Context: an optimization exercise on an open-source flow, tuned for small area and a short achievable clock period. The choices shown serve that exercise and are no tape-out recipe.
The RTL was checked by simulation tests, not by an equivalence proof against the original design.

==> v38 <==
==> flow/design.v <==
module vga_box_compositor #(
  parameter int COLOR_W  = 4,
  parameter int N_BOX    = 4,
  parameter int CW       = 10,
  parameter int H_ACTIVE = 640,
  parameter int H_FP     = 16,
  parameter int H_SYNC   = 96,
  parameter int H_BP     = 48,
  parameter int V_ACTIVE = 480,
  parameter int V_FP     = 10,
  parameter int V_SYNC   = 2,
  parameter int V_BP     = 33,
  localparam int IDX_W   = (N_BOX > 1) ? $clog2(N_BOX) : 1
) (
  input  logic                   clk,
  input  logic                   rst_n,
  input  logic                   pix_en,
  input  logic [3*COLOR_W-1:0]   bg_rgb,
  input  logic                   cfg_valid,
  output logic                   cfg_ready,
  input  logic [IDX_W-1:0]       cfg_idx,
  input  logic [CW-1:0]          cfg_x0,
  input  logic [CW-1:0]          cfg_y0,
  input  logic [CW-1:0]          cfg_x1,
  input  logic [CW-1:0]          cfg_y1,
  input  logic [3*COLOR_W-1:0]   cfg_rgb,
  input  logic [2:0]             cfg_alpha,
  input  logic                   cfg_en,
  output logic [COLOR_W-1:0]     vga_r,
  output logic [COLOR_W-1:0]     vga_g,
  output logic [COLOR_W-1:0]     vga_b,
  output logic                   vga_hs,
  output logic                   vga_vs,
  output logic                   frame_start
);
  localparam int H_TOTAL = H_ACTIVE + H_FP + H_SYNC + H_BP;
  localparam int V_TOTAL = V_ACTIVE + V_FP + V_SYNC + V_BP;
  localparam int RGB_W   = 3 * COLOR_W;
  localparam int YW      = $clog2(V_ACTIVE + 1);    
  logic [CW-1:0] h, v, h_next, v_next;
  logic          last_h, commit_pos, commit_pos_i, commit, cfg_we;
  assign last_h     = (h == CW'(H_TOTAL - 1));
  assign cfg_ready  = !(pix_en && commit_pos);
  assign commit     = pix_en && commit_pos_i;
  assign cfg_we     = cfg_valid && !commit;
  assign h_next     = last_h ? '0 : h + 1'b1;
  assign v_next     = (v == CW'(V_TOTAL - 1)) ? '0 : v + 1'b1;
  always_ff @(posedge clk or negedge rst_n) begin
    if (!rst_n) begin
      h          <= '0;
      v          <= '0;
      commit_pos <= 1'b0;
    end else if (pix_en) begin
      h          <= h_next;
      commit_pos <= (h == CW'(H_TOTAL - 2)) && (v == CW'(V_ACTIVE - 1));
      if (last_h)
        v <= v_next;
    end
  end
  always_ff @(posedge clk or negedge rst_n) begin
    if (!rst_n)
      commit_pos_i <= 1'b0;
    else
      commit_pos_i <= (v == CW'(V_ACTIVE - 1)) && (pix_en ? (h == CW'(H_TOTAL - 2)) : last_h);
  end
  logic [CW-1:0]    p_x0 [N_BOX], p_x1 [N_BOX];
  logic [YW-1:0]    p_y0 [N_BOX], p_y1 [N_BOX];
  logic [RGB_W-1:0] p_rgb [N_BOX];
  logic [2:0]       p_sel [N_BOX];
  logic [CW-1:0]    a_x0 [N_BOX], a_x1 [N_BOX];
  logic [YW-1:0]    a_y0 [N_BOX], a_y1 [N_BOX];
  logic [RGB_W-1:0] a_rgb [N_BOX];
  logic [2:0]       a_sel [N_BOX];
  logic [2:0] w_sel;
  assign w_sel = {cfg_en && (cfg_alpha != 3'd0),
                  cfg_alpha[2] || (cfg_alpha[1] && !cfg_alpha[0]),
                  cfg_alpha[2] || (cfg_alpha[1] && cfg_alpha[0])};
  logic [YW-1:0] w_y0, w_y1;
  assign w_y0 = (cfg_y0 >= CW'(V_ACTIVE)) ? YW'(V_ACTIVE) : cfg_y0[YW-1:0];
  assign w_y1 = (cfg_y1 >= CW'(V_ACTIVE)) ? YW'(V_ACTIVE) : cfg_y1[YW-1:0];
  for (genvar i = 0; i < N_BOX; i++) begin : g_bank
    logic we;
    assign we = cfg_we && (cfg_idx == IDX_W'(i));
    always_ff @(posedge clk) begin
      if (we) begin
        p_x0[i]  <= cfg_x0;
        p_y0[i]  <= w_y0;
        p_x1[i]  <= cfg_x1;
        p_y1[i]  <= w_y1;
        p_rgb[i] <= cfg_rgb;
      end
    end
    always_ff @(posedge clk or negedge rst_n) begin
      if (!rst_n)
        p_sel[i][2] <= 1'b0;
      else if (we)
        p_sel[i][2] <= w_sel[2];
    end
    always_ff @(posedge clk) begin
      if (we)
        p_sel[i][1:0] <= w_sel[1:0];
    end
    always_ff @(posedge clk) begin
      if (commit) begin
        a_x0[i]  <= p_x0[i];
        a_y0[i]  <= p_y0[i];
        a_x1[i]  <= p_x1[i];
        a_y1[i]  <= p_y1[i];
        a_rgb[i] <= p_rgb[i];
      end
    end
    always_ff @(posedge clk or negedge rst_n) begin
      if (!rst_n)
        a_sel[i][2] <= 1'b0;
      else if (commit)
        a_sel[i][2] <= p_sel[i][2];
    end
    always_ff @(posedge clk) begin
      if (commit)
        a_sel[i][1:0] <= p_sel[i][1:0];
    end
  end
  logic [N_BOX-1:0] yin;
  logic             y_slot;
  logic [YW-1:0]    y0_s, y1_s;
  assign y_slot = (h[CW-1:2] == (CW-2)'((H_ACTIVE + 4) >> 2));
  assign y0_s   = a_y0[h[1:0]];
  assign y1_s   = a_y1[h[1:0]];
  always_ff @(posedge clk) begin
    for (int i = 0; i < N_BOX; i++)
      if (y_slot && h[1:0] == 2'(i))
        yin[i] <= (CW'(y0_s) <= v_next) && (v_next < CW'(y1_s));
  end
  logic [N_BOX-1:0] xge, xlt, hit;
  logic             h_zero;
  assign h_zero = (h == '0);
  always_ff @(posedge clk) begin
    if (pix_en) begin
      xge[0] <= (h_next == a_x0[0]) || (xge[0] && !last_h);
      xlt[0] <= (h_next != a_x1[0]) && (xlt[0] || last_h);
      for (int i = 1; i < N_BOX; i++) begin
        xge[i] <= (h == a_x0[i]) || (xge[i] && !h_zero);
        xlt[i] <= (h != a_x1[i]) && (xlt[i] || h_zero);
      end
    end
  end
  assign hit = xge & xlt & yin;
  function automatic [COLOR_W-1:0] avg(input [COLOR_W-1:0] x, input [COLOR_W-1:0] y);
    reg [COLOR_W:0] k;
    integer b;
    begin
      k[0] = 1'b0;
      for (b = 0; b < COLOR_W; b = b + 1)
        k[b+1] = (x[b] & y[b]) | (k[b] & (x[b] ^ y[b]));
      avg = {k[COLOR_W], x[COLOR_W-1:1] ^ y[COLOR_W-1:1] ^ k[COLOR_W-1:1]};
    end
  endfunction
  function automatic [COLOR_W-1:0] mix(input [2:0] sel, input [COLOR_W-1:0] c, input [COLOR_W-1:0] p);
    mix = avg(avg(sel[2] ? c : p, sel[1] ? c : p), sel[0] ? c : p);
  endfunction
  logic [RGB_W-1:0] mid, mid_q, col_q, blend;
  always_comb begin
    logic [2:0] sel;
    sel = (hit[0] && a_sel[0][2]) ? a_sel[0] : 3'b000;
    for (int ch = 0; ch < 3; ch++)
      mid[ch*COLOR_W +: COLOR_W] = mix(sel, a_rgb[0][ch*COLOR_W +: COLOR_W], bg_rgb[ch*COLOR_W +: COLOR_W]);
  end
  always_comb begin
    logic [2:0] sel;
    blend = mid_q;
    for (int i = 1; i < N_BOX; i++) begin
      sel = (hit[i] && a_sel[i][2]) ? a_sel[i] : 3'b000;
      for (int ch = 0; ch < 3; ch++)
        blend[ch*COLOR_W +: COLOR_W] = mix(sel, a_rgb[i][ch*COLOR_W +: COLOR_W], blend[ch*COLOR_W +: COLOR_W]);
    end
  end
  always_ff @(posedge clk) begin
    if (pix_en) begin
      mid_q <= mid;
      col_q <= blend;
    end
  end
  logic h_ge2, vis, tick_q;
  assign h_ge2 = (h >= CW'(2));
  assign vis   = h_ge2 && (h < CW'(H_ACTIVE + 2)) && (v < CW'(V_ACTIVE));
  assign vga_r  = vis ? col_q[3*COLOR_W-1:2*COLOR_W] : '0;
  assign vga_g  = vis ? col_q[2*COLOR_W-1:COLOR_W]   : '0;
  assign vga_b  = vis ? col_q[COLOR_W-1:0]           : '0;
  assign vga_hs = !((h >= CW'(H_ACTIVE + H_FP + 2)) && (h < CW'(H_ACTIVE + H_FP + H_SYNC + 2)));
  assign vga_vs = h_ge2 ? !((v >= CW'(V_ACTIVE + V_FP)) && (v < CW'(V_ACTIVE + V_FP + V_SYNC)))
                        : !((v >= CW'(V_ACTIVE + V_FP + 1)) && (v < CW'(V_ACTIVE + V_FP + V_SYNC + 1)));
  always_ff @(posedge clk)
    tick_q <= pix_en;
  assign frame_start = tick_q && (h == CW'(2)) && (v == '0);
endmodule
==> flow/flow/run.sh <==
#!/bin/bash
export BUFFER_PORTS_ARGS="-buffer_cell sky130_fd_sc_hd__buf_1"
export SETUP_SLACK_MARGIN=11.78
bash standard.sh > standard.log 2>&1
==> flow/standard.sh <==
#!/bin/bash
# synth_recipe.tcl (not shown) runs the flow's synth.tcl, then flattens the netlist and writes it again
# the make line also repeats each setting of config.mk as NAME=value (left out here)
make -C /OpenROAD-flow-scripts/flow DESIGN_CONFIG=/design/flow/config.mk WORK_HOME=/design/flow/orfs CLKGATE_MAP_FILE= SYNTH_SCRIPT=/design/flow/synth_recipe.tcl "${@:-finish}"
==> flow/config.mk <==
export PLATFORM = sky130hd
export DESIGN_NAME = vga_box_compositor
export DESIGN_NICKNAME = vga_box_compositor
export VERILOG_FILES = /design/flow/design.v
export SDC_FILE = /design/flow/constraint.sdc
export NUM_CORES = 4
export LEC_CHECK = 0
export CAP_MARGIN = 20
export CORE_MARGIN = 2
export CORE_UTILIZATION = 60
export CTS_BUF_LIST = sky130_fd_sc_hd__clkbuf_16
export CTS_CLUSTER_DIAMETER = 65
export CTS_CLUSTER_SIZE = 35
export SLEW_MARGIN = 20
==> flow/constraint.sdc <==
create_clock -name core_clock -period 20.0 [get_ports {clk}]
set_input_delay 4.0000 -clock core_clock [delete_from_list [all_inputs] [get_ports {clk}]]
set_output_delay 4.0000 -clock core_clock [all_outputs]
set_load 0.01 [all_outputs]
==> inputs of v5, as changes to v38 <==
==> flow/design.v, changed modules only <==
module vga_box_compositor #(
  parameter int COLOR_W  = 4,
  parameter int N_BOX    = 4,
  parameter int CW       = 10,
  parameter int H_ACTIVE = 640,
  parameter int H_FP     = 16,
  parameter int H_SYNC   = 96,
  parameter int H_BP     = 48,
  parameter int V_ACTIVE = 480,
  parameter int V_FP     = 10,
  parameter int V_SYNC   = 2,
  parameter int V_BP     = 33,
  localparam int IDX_W   = (N_BOX > 1) ? $clog2(N_BOX) : 1
) (
  input  logic                   clk,
  input  logic                   rst_n,
  input  logic                   pix_en,
  input  logic [3*COLOR_W-1:0]   bg_rgb,
  input  logic                   cfg_valid,
  output logic                   cfg_ready,
  input  logic [IDX_W-1:0]       cfg_idx,
  input  logic [CW-1:0]          cfg_x0,
  input  logic [CW-1:0]          cfg_y0,
  input  logic [CW-1:0]          cfg_x1,
  input  logic [CW-1:0]          cfg_y1,
  input  logic [3*COLOR_W-1:0]   cfg_rgb,
  input  logic [2:0]             cfg_alpha,
  input  logic                   cfg_en,
  output logic [COLOR_W-1:0]     vga_r,
  output logic [COLOR_W-1:0]     vga_g,
  output logic [COLOR_W-1:0]     vga_b,
  output logic                   vga_hs,
  output logic                   vga_vs,
  output logic                   frame_start
);
  localparam int H_TOTAL = H_ACTIVE + H_FP + H_SYNC + H_BP;
  localparam int V_TOTAL = V_ACTIVE + V_FP + V_SYNC + V_BP;
  localparam int RGB_W   = 3 * COLOR_W;
  logic [CW-1:0] h, v, h_next, v_next;
  logic          last_h, commit_pos, commit_pos_i, commit, cfg_we;
  assign last_h     = (h == CW'(H_TOTAL - 1));
  assign cfg_ready  = !(pix_en && commit_pos);
  assign commit     = pix_en && commit_pos_i;
  assign cfg_we     = cfg_valid && !commit;
  assign h_next     = last_h ? '0 : h + 1'b1;
  assign v_next     = (v == CW'(V_TOTAL - 1)) ? '0 : v + 1'b1;
  always_ff @(posedge clk or negedge rst_n) begin
    if (!rst_n) begin
      h          <= '0;
      v          <= '0;
      commit_pos <= 1'b0;
    end else if (pix_en) begin
      h          <= h_next;
      commit_pos <= (h == CW'(H_TOTAL - 2)) && (v == CW'(V_ACTIVE - 1));
      if (last_h)
        v <= v_next;
    end
  end
  always_ff @(posedge clk or negedge rst_n) begin
    if (!rst_n)
      commit_pos_i <= 1'b0;
    else
      commit_pos_i <= (v == CW'(V_ACTIVE - 1)) && (pix_en ? (h == CW'(H_TOTAL - 2)) : last_h);
  end
  logic [CW-1:0]    p_x0 [N_BOX], p_y0 [N_BOX], p_x1 [N_BOX], p_y1 [N_BOX];
  logic [RGB_W-1:0] p_rgb [N_BOX];
  logic [2:0]       p_sel [N_BOX];
  logic [CW-1:0]    a_x0 [N_BOX], a_y0 [N_BOX], a_x1 [N_BOX], a_y1 [N_BOX];
  logic [RGB_W-1:0] a_rgb [N_BOX];
  logic [2:0]       a_sel [N_BOX];
  logic [2:0] w_sel;
  assign w_sel = {cfg_en && (cfg_alpha != 3'd0),
                  cfg_alpha[2] || (cfg_alpha[1] && !cfg_alpha[0]),
                  cfg_alpha[2] || (cfg_alpha[1] && cfg_alpha[0])};
  for (genvar i = 0; i < N_BOX; i++) begin : g_bank
    logic we;
    assign we = cfg_we && (cfg_idx == IDX_W'(i));
    always_ff @(posedge clk) begin
      if (we) begin
        p_x0[i]  <= cfg_x0;
        p_y0[i]  <= cfg_y0;
        p_x1[i]  <= cfg_x1;
        p_y1[i]  <= cfg_y1;
        p_rgb[i] <= cfg_rgb;
      end
    end
    always_ff @(posedge clk or negedge rst_n) begin
      if (!rst_n)
        p_sel[i][2] <= 1'b0;
      else if (we)
        p_sel[i][2] <= w_sel[2];
    end
    always_ff @(posedge clk) begin
      if (we)
        p_sel[i][1:0] <= w_sel[1:0];
    end
    always_ff @(posedge clk) begin
      if (commit) begin
        a_x0[i]  <= p_x0[i];
        a_y0[i]  <= p_y0[i];
        a_x1[i]  <= p_x1[i];
        a_y1[i]  <= p_y1[i];
        a_rgb[i] <= p_rgb[i];
      end
    end
    always_ff @(posedge clk or negedge rst_n) begin
      if (!rst_n)
        a_sel[i][2] <= 1'b0;
      else if (commit)
        a_sel[i][2] <= p_sel[i][2];
    end
    always_ff @(posedge clk) begin
      if (commit)
        a_sel[i][1:0] <= p_sel[i][1:0];
    end
  end
  logic [N_BOX-1:0] yin;
  logic             y_slot;
  logic [CW-1:0]    y0_s, y1_s;
  assign y_slot = (h[CW-1:2] == (CW-2)'((H_ACTIVE + 4) >> 2));
  assign y0_s   = a_y0[h[1:0]];
  assign y1_s   = a_y1[h[1:0]];
  always_ff @(posedge clk) begin
    for (int i = 0; i < N_BOX; i++)
      if (y_slot && h[1:0] == 2'(i))
        yin[i] <= (y0_s <= v_next) && (v_next < y1_s);
  end
  logic [N_BOX-1:0] xge, xlt, hit, hit_q;
  always_ff @(posedge clk) begin
    if (pix_en)
      for (int i = 0; i < N_BOX; i++) begin
        xge[i] <= (h_next == a_x0[i]) || (xge[i] && !last_h);
        xlt[i] <= (h_next != a_x1[i]) && (xlt[i] || last_h);
      end
  end
  assign hit = xge & xlt & yin;
  function automatic [COLOR_W-1:0] avg(input [COLOR_W-1:0] x, input [COLOR_W-1:0] y);
    reg [COLOR_W:0] k;
    integer b;
    begin
      k[0] = 1'b0;
      for (b = 0; b < COLOR_W; b = b + 1)
        k[b+1] = (x[b] & y[b]) | (k[b] & (x[b] ^ y[b]));
      avg = {k[COLOR_W], x[COLOR_W-1:1] ^ y[COLOR_W-1:1] ^ k[COLOR_W-1:1]};
    end
  endfunction
  function automatic [COLOR_W-1:0] mix(input [2:0] sel, input [COLOR_W-1:0] c, input [COLOR_W-1:0] p);
    mix = avg(avg(sel[2] ? c : p, sel[1] ? c : p), sel[0] ? c : p);
  endfunction
  logic [RGB_W-1:0] mid, mid_q, col_q, blend;
  always_comb begin
    logic [2:0] sel;
    sel = (hit[0] && a_sel[0][2]) ? a_sel[0] : 3'b000;
    for (int ch = 0; ch < 3; ch++)
      mid[ch*COLOR_W +: COLOR_W] = mix(sel, a_rgb[0][ch*COLOR_W +: COLOR_W], bg_rgb[ch*COLOR_W +: COLOR_W]);
  end
  always_comb begin
    logic [2:0] sel;
    blend = mid_q;
    for (int i = 1; i < N_BOX; i++) begin
      sel = (hit_q[i] && a_sel[i][2]) ? a_sel[i] : 3'b000;
      for (int ch = 0; ch < 3; ch++)
        blend[ch*COLOR_W +: COLOR_W] = mix(sel, a_rgb[i][ch*COLOR_W +: COLOR_W], blend[ch*COLOR_W +: COLOR_W]);
    end
  end
  always_ff @(posedge clk) begin
    if (pix_en) begin
      mid_q <= mid;
      hit_q <= hit;
      col_q <= blend;
    end
  end
  logic h_ge2, vis, tick_q;
  assign h_ge2 = (h >= CW'(2));
  assign vis   = h_ge2 && (h < CW'(H_ACTIVE + 2)) && (v < CW'(V_ACTIVE));
  assign vga_r  = vis ? col_q[3*COLOR_W-1:2*COLOR_W] : '0;
  assign vga_g  = vis ? col_q[2*COLOR_W-1:COLOR_W]   : '0;
  assign vga_b  = vis ? col_q[COLOR_W-1:0]           : '0;
  assign vga_hs = !((h >= CW'(H_ACTIVE + H_FP + 2)) && (h < CW'(H_ACTIVE + H_FP + H_SYNC + 2)));
  assign vga_vs = h_ge2 ? !((v >= CW'(V_ACTIVE + V_FP)) && (v < CW'(V_ACTIVE + V_FP + V_SYNC)))
                        : !((v >= CW'(V_ACTIVE + V_FP + 1)) && (v < CW'(V_ACTIVE + V_FP + V_SYNC + 1)));
  always_ff @(posedge clk)
    tick_q <= pix_en;
  assign frame_start = tick_q && (h == CW'(2)) && (v == '0);
endmodule
==> flow/flow/run.sh (replaced) <==
#!/bin/bash
export BUFFER_PORTS_ARGS="-buffer_cell sky130_fd_sc_hd__buf_1"
export SETUP_SLACK_MARGIN=11.7
bash standard.sh > standard.log 2>&1
--- a/flow/config.mk
+++ b/flow/config.mk
@@ -7,8 +7,8 @@
 export LEC_CHECK = 0
 export CAP_MARGIN = 20
 export CORE_MARGIN = 2
-export CORE_UTILIZATION = 60
+export CORE_UTILIZATION = 40
 export CTS_BUF_LIST = sky130_fd_sc_hd__clkbuf_16
-export CTS_CLUSTER_DIAMETER = 65
-export CTS_CLUSTER_SIZE = 35
+export CTS_CLUSTER_DIAMETER = 60
+export CTS_CLUSTER_SIZE = 30
 export SLEW_MARGIN = 20
==> inputs of v31, as changes to v38 <==
==> flow/design.v, changed modules only <==
module vga_box_compositor #(
  parameter int COLOR_W  = 4,
  parameter int N_BOX    = 4,
  parameter int CW       = 10,
  parameter int H_ACTIVE = 640,
  parameter int H_FP     = 16,
  parameter int H_SYNC   = 96,
  parameter int H_BP     = 48,
  parameter int V_ACTIVE = 480,
  parameter int V_FP     = 10,
  parameter int V_SYNC   = 2,
  parameter int V_BP     = 33,
  localparam int IDX_W   = (N_BOX > 1) ? $clog2(N_BOX) : 1
) (
  input  logic                   clk,
  input  logic                   rst_n,
  input  logic                   pix_en,
  input  logic [3*COLOR_W-1:0]   bg_rgb,
  input  logic                   cfg_valid,
  output logic                   cfg_ready,
  input  logic [IDX_W-1:0]       cfg_idx,
  input  logic [CW-1:0]          cfg_x0,
  input  logic [CW-1:0]          cfg_y0,
  input  logic [CW-1:0]          cfg_x1,
  input  logic [CW-1:0]          cfg_y1,
  input  logic [3*COLOR_W-1:0]   cfg_rgb,
  input  logic [2:0]             cfg_alpha,
  input  logic                   cfg_en,
  output logic [COLOR_W-1:0]     vga_r,
  output logic [COLOR_W-1:0]     vga_g,
  output logic [COLOR_W-1:0]     vga_b,
  output logic                   vga_hs,
  output logic                   vga_vs,
  output logic                   frame_start
);
  localparam int H_TOTAL = H_ACTIVE + H_FP + H_SYNC + H_BP;
  localparam int V_TOTAL = V_ACTIVE + V_FP + V_SYNC + V_BP;
  localparam int RGB_W   = 3 * COLOR_W;
  logic [CW-1:0] h, v, h_next, v_next;
  logic          last_h, commit_pos, commit_pos_i, commit, cfg_we;
  assign last_h     = (h == CW'(H_TOTAL - 1));
  assign cfg_ready  = !(pix_en && commit_pos);
  assign commit     = pix_en && commit_pos_i;
  assign cfg_we     = cfg_valid && !commit;
  assign h_next     = last_h ? '0 : h + 1'b1;
  assign v_next     = (v == CW'(V_TOTAL - 1)) ? '0 : v + 1'b1;
  always_ff @(posedge clk or negedge rst_n) begin
    if (!rst_n) begin
      h          <= '0;
      v          <= '0;
      commit_pos <= 1'b0;
    end else if (pix_en) begin
      h          <= h_next;
      commit_pos <= (h == CW'(H_TOTAL - 2)) && (v == CW'(V_ACTIVE - 1));
      if (last_h)
        v <= v_next;
    end
  end
  always_ff @(posedge clk or negedge rst_n) begin
    if (!rst_n)
      commit_pos_i <= 1'b0;
    else
      commit_pos_i <= (v == CW'(V_ACTIVE - 1)) && (pix_en ? (h == CW'(H_TOTAL - 2)) : last_h);
  end
  logic [CW-1:0]    p_x0 [N_BOX], p_y0 [N_BOX], p_x1 [N_BOX], p_y1 [N_BOX];
  logic [RGB_W-1:0] p_rgb [N_BOX];
  logic [2:0]       p_sel [N_BOX];
  logic [CW-1:0]    a_x0 [N_BOX], a_y0 [N_BOX], a_x1 [N_BOX], a_y1 [N_BOX];
  logic [RGB_W-1:0] a_rgb [N_BOX];
  logic [2:0]       a_sel [N_BOX];
  logic [2:0] w_sel;
  assign w_sel = {cfg_en && (cfg_alpha != 3'd0),
                  cfg_alpha[2] || (cfg_alpha[1] && !cfg_alpha[0]),
                  cfg_alpha[2] || (cfg_alpha[1] && cfg_alpha[0])};
  for (genvar i = 0; i < N_BOX; i++) begin : g_bank
    logic we;
    assign we = cfg_we && (cfg_idx == IDX_W'(i));
    always_ff @(posedge clk) begin
      if (we) begin
        p_x0[i]  <= cfg_x0;
        p_y0[i]  <= cfg_y0;
        p_x1[i]  <= cfg_x1;
        p_y1[i]  <= cfg_y1;
        p_rgb[i] <= cfg_rgb;
      end
    end
    always_ff @(posedge clk or negedge rst_n) begin
      if (!rst_n)
        p_sel[i][2] <= 1'b0;
      else if (we)
        p_sel[i][2] <= w_sel[2];
    end
    always_ff @(posedge clk) begin
      if (we)
        p_sel[i][1:0] <= w_sel[1:0];
    end
    always_ff @(posedge clk) begin
      if (commit) begin
        a_x0[i]  <= p_x0[i];
        a_y0[i]  <= p_y0[i];
        a_x1[i]  <= p_x1[i];
        a_y1[i]  <= p_y1[i];
        a_rgb[i] <= p_rgb[i];
      end
    end
    always_ff @(posedge clk or negedge rst_n) begin
      if (!rst_n)
        a_sel[i][2] <= 1'b0;
      else if (commit)
        a_sel[i][2] <= p_sel[i][2];
    end
    always_ff @(posedge clk) begin
      if (commit)
        a_sel[i][1:0] <= p_sel[i][1:0];
    end
  end
  logic [N_BOX-1:0] yin;
  logic             y_slot;
  logic [CW-1:0]    y0_s, y1_s;
  assign y_slot = (h[CW-1:2] == (CW-2)'((H_ACTIVE + 4) >> 2));
  assign y0_s   = a_y0[h[1:0]];
  assign y1_s   = a_y1[h[1:0]];
  always_ff @(posedge clk) begin
    for (int i = 0; i < N_BOX; i++)
      if (y_slot && h[1:0] == 2'(i))
        yin[i] <= (y0_s <= v_next) && (v_next < y1_s);
  end
  logic [N_BOX-1:0] xge, xlt, hit, hit_q;
  always_ff @(posedge clk) begin
    if (pix_en)
      for (int i = 0; i < N_BOX; i++) begin
        xge[i] <= (h_next == a_x0[i]) || (xge[i] && !last_h);
        xlt[i] <= (h_next != a_x1[i]) && (xlt[i] || last_h);
      end
  end
  assign hit = xge & xlt & yin;
  function automatic [COLOR_W-1:0] avg(input [COLOR_W-1:0] x, input [COLOR_W-1:0] y);
    reg [COLOR_W:0] k;
    integer b;
    begin
      k[0] = 1'b0;
      for (b = 0; b < COLOR_W; b = b + 1)
        k[b+1] = (x[b] & y[b]) | (k[b] & (x[b] ^ y[b]));
      avg = {k[COLOR_W], x[COLOR_W-1:1] ^ y[COLOR_W-1:1] ^ k[COLOR_W-1:1]};
    end
  endfunction
  function automatic [COLOR_W-1:0] mix(input [2:0] sel, input [COLOR_W-1:0] c, input [COLOR_W-1:0] p);
    mix = avg(avg(sel[2] ? c : p, sel[1] ? c : p), sel[0] ? c : p);
  endfunction
  logic [RGB_W-1:0] mid, mid_q, col_q, blend;
  always_comb begin
    logic [2:0] sel;
    sel = (hit[0] && a_sel[0][2]) ? a_sel[0] : 3'b000;
    for (int ch = 0; ch < 3; ch++)
      mid[ch*COLOR_W +: COLOR_W] = mix(sel, a_rgb[0][ch*COLOR_W +: COLOR_W], bg_rgb[ch*COLOR_W +: COLOR_W]);
  end
  always_comb begin
    logic [2:0] sel;
    blend = mid_q;
    for (int i = 1; i < N_BOX; i++) begin
      sel = (hit_q[i] && a_sel[i][2]) ? a_sel[i] : 3'b000;
      for (int ch = 0; ch < 3; ch++)
        blend[ch*COLOR_W +: COLOR_W] = mix(sel, a_rgb[i][ch*COLOR_W +: COLOR_W], blend[ch*COLOR_W +: COLOR_W]);
    end
  end
  always_ff @(posedge clk) begin
    if (pix_en) begin
      mid_q <= mid;
      hit_q <= hit;
      col_q <= blend;
    end
  end
  logic h_ge2, vis, tick_q;
  assign h_ge2 = (h >= CW'(2));
  assign vis   = h_ge2 && (h < CW'(H_ACTIVE + 2)) && (v < CW'(V_ACTIVE));
  assign vga_r  = vis ? col_q[3*COLOR_W-1:2*COLOR_W] : '0;
  assign vga_g  = vis ? col_q[2*COLOR_W-1:COLOR_W]   : '0;
  assign vga_b  = vis ? col_q[COLOR_W-1:0]           : '0;
  assign vga_hs = !((h >= CW'(H_ACTIVE + H_FP + 2)) && (h < CW'(H_ACTIVE + H_FP + H_SYNC + 2)));
  assign vga_vs = h_ge2 ? !((v >= CW'(V_ACTIVE + V_FP)) && (v < CW'(V_ACTIVE + V_FP + V_SYNC)))
                        : !((v >= CW'(V_ACTIVE + V_FP + 1)) && (v < CW'(V_ACTIVE + V_FP + V_SYNC + 1)));
  always_ff @(posedge clk)
    tick_q <= pix_en;
  assign frame_start = tick_q && (h == CW'(2)) && (v == '0);
endmodule
==> flow/flow/run.sh (replaced) <==
#!/bin/bash
export BUFFER_PORTS_ARGS="-buffer_cell sky130_fd_sc_hd__buf_1"
export SETUP_SLACK_MARGIN=11.7
bash standard.sh > standard.log 2>&1
==> flow/config.mk (replaced) <==
export PLATFORM = sky130hd
export DESIGN_NAME = vga_box_compositor
export DESIGN_NICKNAME = vga_box_compositor
export VERILOG_FILES = /design/flow/design.v
export SDC_FILE = /design/flow/constraint.sdc
export NUM_CORES = 4
export LEC_CHECK = 0
export ABC_AREA = 1
export CAP_MARGIN = 20
export CORE_MARGIN = 2
export CORE_UTILIZATION = 40
export CTS_BUF_LIST = sky130_fd_sc_hd__clkbuf_4 sky130_fd_sc_hd__clkbuf_8
export SLEW_MARGIN = 20
==> notes <==
- v31 finished clean. v5 ran to the end with no violations. v38 finished clean.
- Register-to-register slack: v31 < v5 < v38.
- Between v5 and v31, the lower cell area is in v5 (gap about 3%, measured against v31).
- The lowest worst setup slack belongs to v31, the highest to v5.
- The lowest global-route usage belongs to v5, the highest to v38.
- The highest clock skew belongs to v38, the lowest to v31.
- The lowest core utilization belongs to v5, the highest to v38.
- Synthesized cell count, highest first: v31, v5, v38.
- Maximum frequency: v5 > v38 > v31.
==> figures <==
item                                                                             v38          v5         v31
Later-pin clock latency in the skew report                                   0.61 ns     0.57 ns     0.64 ns
Combined area of the multi-input logic cells                                6070 µm²    6400 µm²    5950 µm²
CTS-repair resized insts                                                           6           5          13
Number of violations reported at the end of detailed-routing iteration 0         665        1064         863
Final weighted congestion in routability-driven placement                      0.860       0.802       0.827
Simple-gate area share of the yosys netlist                                    7.82%       7.20%       11.7%
Initial antenna violation count                                                    0           0           2
Routing usage on met2                                                          36.9%       26.6%       27.8%
Outcome                                                     timing/DRC/antenna clean  timing/DRC/antenna clean  timing/DRC/antenna clean
Flop-to-flop setup slack                                                    12.14 ns    12.11 ns    12.05 ns
Count of different cell masters after synthesis                                   62          71          41
WP depth                                                                           3           3           4
Length of routed met3 wiring                                                 2100 µm     2470 µm     2400 µm
Maximum clock frequency                                                    0.120 GHz   0.120 GHz   0.119 GHz
Setup bufs post-CTS                                                                0           1           3
Total Wirelength                                                            38400 µm    44000 µm    44500 µm
Fin Hold WS                                                                 0.394 ns    0.409 ns    0.405 ns

what the ideal ports hide:
How much do the figures lean on ideal ports? The routed layouts below were timed once more, with nothing changed but the port constraints. Step 1, drivers: a clkbuf_16 drives clk and a buf_2 each remaining input, both assumed. Step 2 times the ports against the registers' clock, not the clock port: input delays grow and output delays shrink by t, the midpoint of the rising clock arrivals with the driver on. a / b / c = no drivers / after step 1 / after step 2; a / b = the first two.
run	t, ns	setup WS [ns]	worst hold slack (ns)
v38	0.652	11.691 / 11.635 / 11.635	0.394 / 0.394 / 0.394
v5	0.614	11.700 / 11.646 / 11.646	0.409 / 0.409 / 0.409
v31	0.678	11.593 / 11.549 / 11.549	0.405 / 0.405 / 0.405
After both steps setup and hold are still met in every run listed. For v38, which loses most, drivers alone change the setup slack by -0.056 ns; drivers and shift together by -0.056 ns.
